This is an optimization exercise on Yosys and OpenROAD, whose aim is small area, not a production implementation. No activity file was given, so power comes from the tool's default toggle rates.

==> flow/design.v <==
package c2d_pkg;
  localparam int BYTE_W     = 8;
  localparam int WORD_W     = 16;
  localparam int LINE_WORDS = 18;   
  localparam logic [6:0] TINIT_END = 7'd100;
  localparam logic [7:0] DI_RAW8 = 8'h2A;
  localparam logic [7:0] WC_LO   = 8'd36;
endpackage
`timescale 1ns/1ps
module c2d_top (
  input  logic                       core_clk_i,
  input  logic                       rst_n_i,
  input  logic                       fv_i,
  input  logic                       lv_i,
  input  logic                       dvalid_i,
  input  logic [c2d_pkg::BYTE_W-1:0] pixdata_d1_i,
  input  logic [c2d_pkg::BYTE_W-1:0] pixdata_d0_i,
  output logic                       tinit_done_o,
  output logic                       lp_p_o,
  output logic                       lp_n_o,
  output logic                       hs_data_en_o,
  output logic [15:0]                hs_data_o,
  output logic                       d_hs_req_o,
  output logic                       d_hs_ack_o
);
  localparam int N = c2d_pkg::LINE_WORDS;
  logic [1:0] sync_q;
  logic       rstn;
  always_ff @(posedge core_clk_i or negedge rst_n_i) begin
    if (!rst_n_i) sync_q <= '0;
    else          sync_q <= {sync_q[0], 1'b1};
  end
  assign rstn = sync_q[1];
  logic fv_q, lv_q, armed_q;
  logic fv_rise, fv_fall, lv_fall;
  logic ev_fs, ev_fe, ev_line;
  logic push;
  assign fv_rise = fv_i && !fv_q;
  assign fv_fall = !fv_i && fv_q;
  assign lv_fall = !lv_i && lv_q;
  assign ev_fs   = fv_rise && tinit_done_o;
  assign ev_fe   = armed_q && fv_fall;
  assign ev_line = armed_q && lv_fall;
  assign push    = armed_q && lv_i && dvalid_i;
  always_ff @(posedge core_clk_i) begin
    fv_q <= fv_i;
    lv_q <= lv_i;
  end
  always_ff @(posedge core_clk_i or negedge rstn) begin
    if (!rstn) begin
      armed_q <= 1'b0;
    end else begin
      if (ev_fs)        armed_q <= 1'b1;
      else if (fv_fall) armed_q <= 1'b0;
    end
  end
  localparam logic [5:0] Q_POP  = 6'd54;
  localparam logic [5:0] Q_IDLE = 6'd32;
  logic [5:0] q;
  logic [1:0] pend_q;   
  logic       long_q;
  logic       fe_q;
  logic       pop_evt;
  logic       pay;
  assign pop_evt = (q == Q_POP);
  assign pay     = (q >= 6'd9) && (q <= 6'd26);
  always_ff @(posedge core_clk_i or negedge rstn) begin
    if (!rstn) begin
      q      <= Q_IDLE;
      pend_q <= 2'd0;
    end else begin
      if (q == Q_IDLE) begin
        if (pend_q != 2'd0) q <= Q_POP;
      end else if (q == 6'd8 && !long_q) begin
        q <= 6'd28;
      end else begin
        q <= q + 1'b1;
      end
      if (ev_fs)        pend_q <= 2'd1;
      else if (ev_fe)   pend_q <= 2'd2;
      else if (ev_line) pend_q <= 2'd3;
      else if (pop_evt) pend_q <= 2'd0;
    end
  end
  always_ff @(posedge core_clk_i) begin
    if (pop_evt) begin
      long_q <= (pend_q == 2'd3);
      fe_q   <= (pend_q == 2'd2);
    end
  end
  logic [15:0] frame_q;
  logic        tdone_q;
  always_ff @(posedge core_clk_i or negedge rstn) begin
    if (!rstn) begin
      frame_q <= 16'hFF9C;
      tdone_q <= 1'b0;
    end else begin
      if (!tdone_q || (pop_evt && pend_q == 2'd1)) frame_q <= frame_q + 1'b1;
      if (&frame_q[6:0]) tdone_q <= 1'b1;   
    end
  end
  assign tinit_done_o = tdone_q;
  logic [15:0]  buf_q [N];
  logic [N-1:0] upper;   
  logic [N-1:0] sh;      
  logic [N-1:0] sh_n;
  logic [N-1:0] upper_n;
  logic [15:0]  head;
  assign head = buf_q[N-1];
  always_comb begin
    upper_n[0] = 1'b1;
    for (int i = 1; i < N; i++) begin
      upper_n[i] = upper_n[i-1] && (q != 6'(8 + i));
    end
  end
  always_comb begin
    for (int i = 0; i < N; i++) begin
      upper[i] = (q >= 6'd9) && (q <= 6'(8 + i));
      sh[i]    = push || upper[i];
      sh_n[i]  = !push && upper_n[i];
    end
  end
  always_ff @(posedge core_clk_i) begin
    buf_q[0] <= ({16{sh_n[0]}} | {pixdata_d1_i, pixdata_d0_i}) & ({16{sh[0]}} | buf_q[0]);
    for (int i = 1; i < N; i++) begin
      buf_q[i] <= ({16{sh_n[i]}} | buf_q[i-1]) & ({16{sh[i]}} | buf_q[i]);
    end
  end
  function automatic logic [15:0] crc_byte(input logic [15:0] crc_in, input logic [7:0] data);
    logic [15:0] c;
    c = crc_in;
    for (int i = 0; i < 8; i++) begin
      if (c[0] ^ data[i]) c = (c >> 1) ^ 16'h8408;
      else                c = c >> 1;
    end
    crc_byte = c;
  endfunction
  function automatic logic [5:0] ecc6(input logic [23:0] d);
    logic [5:0] p;
    p[0] = ^(d & 24'hF12CB7);
    p[1] = ^(d & 24'hF2555B);
    p[2] = ^(d & 24'h749A6D);
    p[3] = ^(d & 24'hB8E38E);
    p[4] = ^(d & 24'hDF03F0);
    p[5] = ^(d & 24'hEFFC00);
    ecc6 = p;
  endfunction
  logic [15:0] crc_q;
  logic [15:0] crc_next;
  logic        trail;
  assign crc_next = crc_byte(crc_byte(crc_q, head[7:0]), head[15:8]);
  assign trail    = (q >= 6'd27) && (q <= 6'd31);
  always_ff @(posedge core_clk_i) begin
    for (int i = 0; i < 16; i++) begin
      if (pay)                             crc_q[i] <= crc_next[i];
      else if (!(trail && (i % 8 == 7)))   crc_q[i] <= 1'b1;
    end
  end
  localparam logic [5:0] ECC_LONG = ecc6({8'd0, c2d_pkg::WC_LO, c2d_pkg::DI_RAW8});
  logic [15:0] hdr0, hdr1;
  assign hdr0 = long_q ? {c2d_pkg::WC_LO, c2d_pkg::DI_RAW8} : {frame_q[7:0], 7'd0, fe_q};
  assign hdr1 = long_q ? {2'b00, ECC_LONG, 8'd0}
                       : {2'b00, ecc6({frame_q, 7'd0, fe_q}), frame_q[15:8]};
  logic tr0, tr1;
  assign tr0 = long_q ? ~crc_q[7]  : ~frame_q[15];
  assign tr1 = long_q ? ~crc_q[15] : 1'b1;
  assign hs_data_en_o = !q[5];
  assign d_hs_ack_o   = (q >= 6'd6) && (q <= 6'd31);
  assign d_hs_req_o   = (q >= 6'd55) || (q <= 6'd27);
  assign lp_p_o       = (q >= 6'd32) && (q <= 6'd56);
  assign lp_n_o       = (q >= 6'd32) && (q <= 6'd60);
  always_comb begin
    if (q <= 6'd5)       hs_data_o = 16'h0000;
    else if (q == 6'd6)  hs_data_o = 16'hB8B8;
    else if (q == 6'd7)  hs_data_o = hdr0;
    else if (q == 6'd8)  hs_data_o = hdr1;
    else if (q <= 6'd26) hs_data_o = head;
    else if (q == 6'd27) hs_data_o = crc_q;
    else                 hs_data_o = {{8{tr1}}, {8{tr0}}};
  end
endmodule
clock: 6.0 ns
lec_check: 0
cap_margin: 20
core_margin: 2
core_utilization: 65
place_density: 0.75
slew_margin: 20
standard.sh (not shown) runs the stock make flow with config.mk's settings and CLKGATE_MAP_FILE= SYNTH_SCRIPT=/design/flow/synth_recipe.tcl, a recipe that flattens the netlist after the stock synthesis.
==> flow/flow/run.sh <==
#!/bin/bash
# Standard synthesis and layout, with small port buffers and a clock tree
# built without dummy loads. Each tool's output goes to a log file here.
set -euo pipefail
export BUFFER_PORTS_ARGS="-buffer_cell sky130_fd_sc_hd__buf_1"
export CTS_ARGS="-sink_clustering_enable -repair_clock_nets -dont_use_dummy_load -sink_clustering_size 20 -sink_clustering_max_diameter 60 -buf_list sky130_fd_sc_hd__clkbuf_8"
bash standard.sh synth > synth.log 2>&1
bash standard.sh finish > layout.log 2>&1
The starting point finished with timing, DRC and antenna clean.
Rerun with:
--- a/flow/design.v
+++ b/flow/design.v
@@ -103,22 +103,15 @@
   logic [15:0]  buf_q [N];
   logic [N-1:0] upper;   
   logic [N-1:0] sh;      
   logic [N-1:0] sh_n;
-  logic [N-1:0] upper_n;
   logic [15:0]  head;
   assign head = buf_q[N-1];
-  always_comb begin
-    upper_n[0] = 1'b1;
-    for (int i = 1; i < N; i++) begin
-      upper_n[i] = upper_n[i-1] && (q != 6'(8 + i));
-    end
-  end
   always_comb begin
     for (int i = 0; i < N; i++) begin
       upper[i] = (q >= 6'd9) && (q <= 6'(8 + i));
       sh[i]    = push || upper[i];
-      sh_n[i]  = !push && upper_n[i];
+      sh_n[i]  = !sh[i];
     end
   end
   always_ff @(posedge core_clk_i) begin
     buf_q[0] <= ({16{sh_n[0]}} | {pixdata_d1_i, pixdata_d0_i}) & ({16{sh[0]}} | buf_q[0]);
The new run produced a clean layout; utilization climbs by 1.6 points; power climbs by 120%; count of clock-buffer cells in the layout does not change; wire length drops by 21%; first-iteration DRC count climbs by 54%; sequential share of layout area climbs by 22 points; clock power drops by 3.6%.
No functional check of the RTL was part of any run of this note.

[static timing again, ports no longer ideal]
Ports are ideal in the flow. The routed layouts listed here were re-timed in OpenROAD.
Step 1 (the two cells are an assumption about what drives the block):
set clk [get_ports {core_clk_i}]
set_driving_cell -lib_cell sky130_fd_sc_hd__clkbuf_16 $clk
set_driving_cell -lib_cell sky130_fd_sc_hd__buf_2 [delete_from_list [all_inputs] $clk]
Step 2 also shifts input and output timing later by t, the mid clock arrival at the registers, as if the neighbouring blocks saw the same clock.
Three values: ideal ports, drivers, drivers and shift; two values: the first two.
run | t (ns) | slack for setup (ns) | hold WS [ns] | worst data-port slew with drivers (ns)
the first run | 0.566 | 1.241 / 1.199 / 1.765 | 0.271 / 0.271 / 0.271 | 0.03
the second run | 0.549 | 1.320 / 1.276 / 1.825 | 0.265 / 0.265 / 0.265 | 0.03
After both steps every run listed still meets setup and hold.
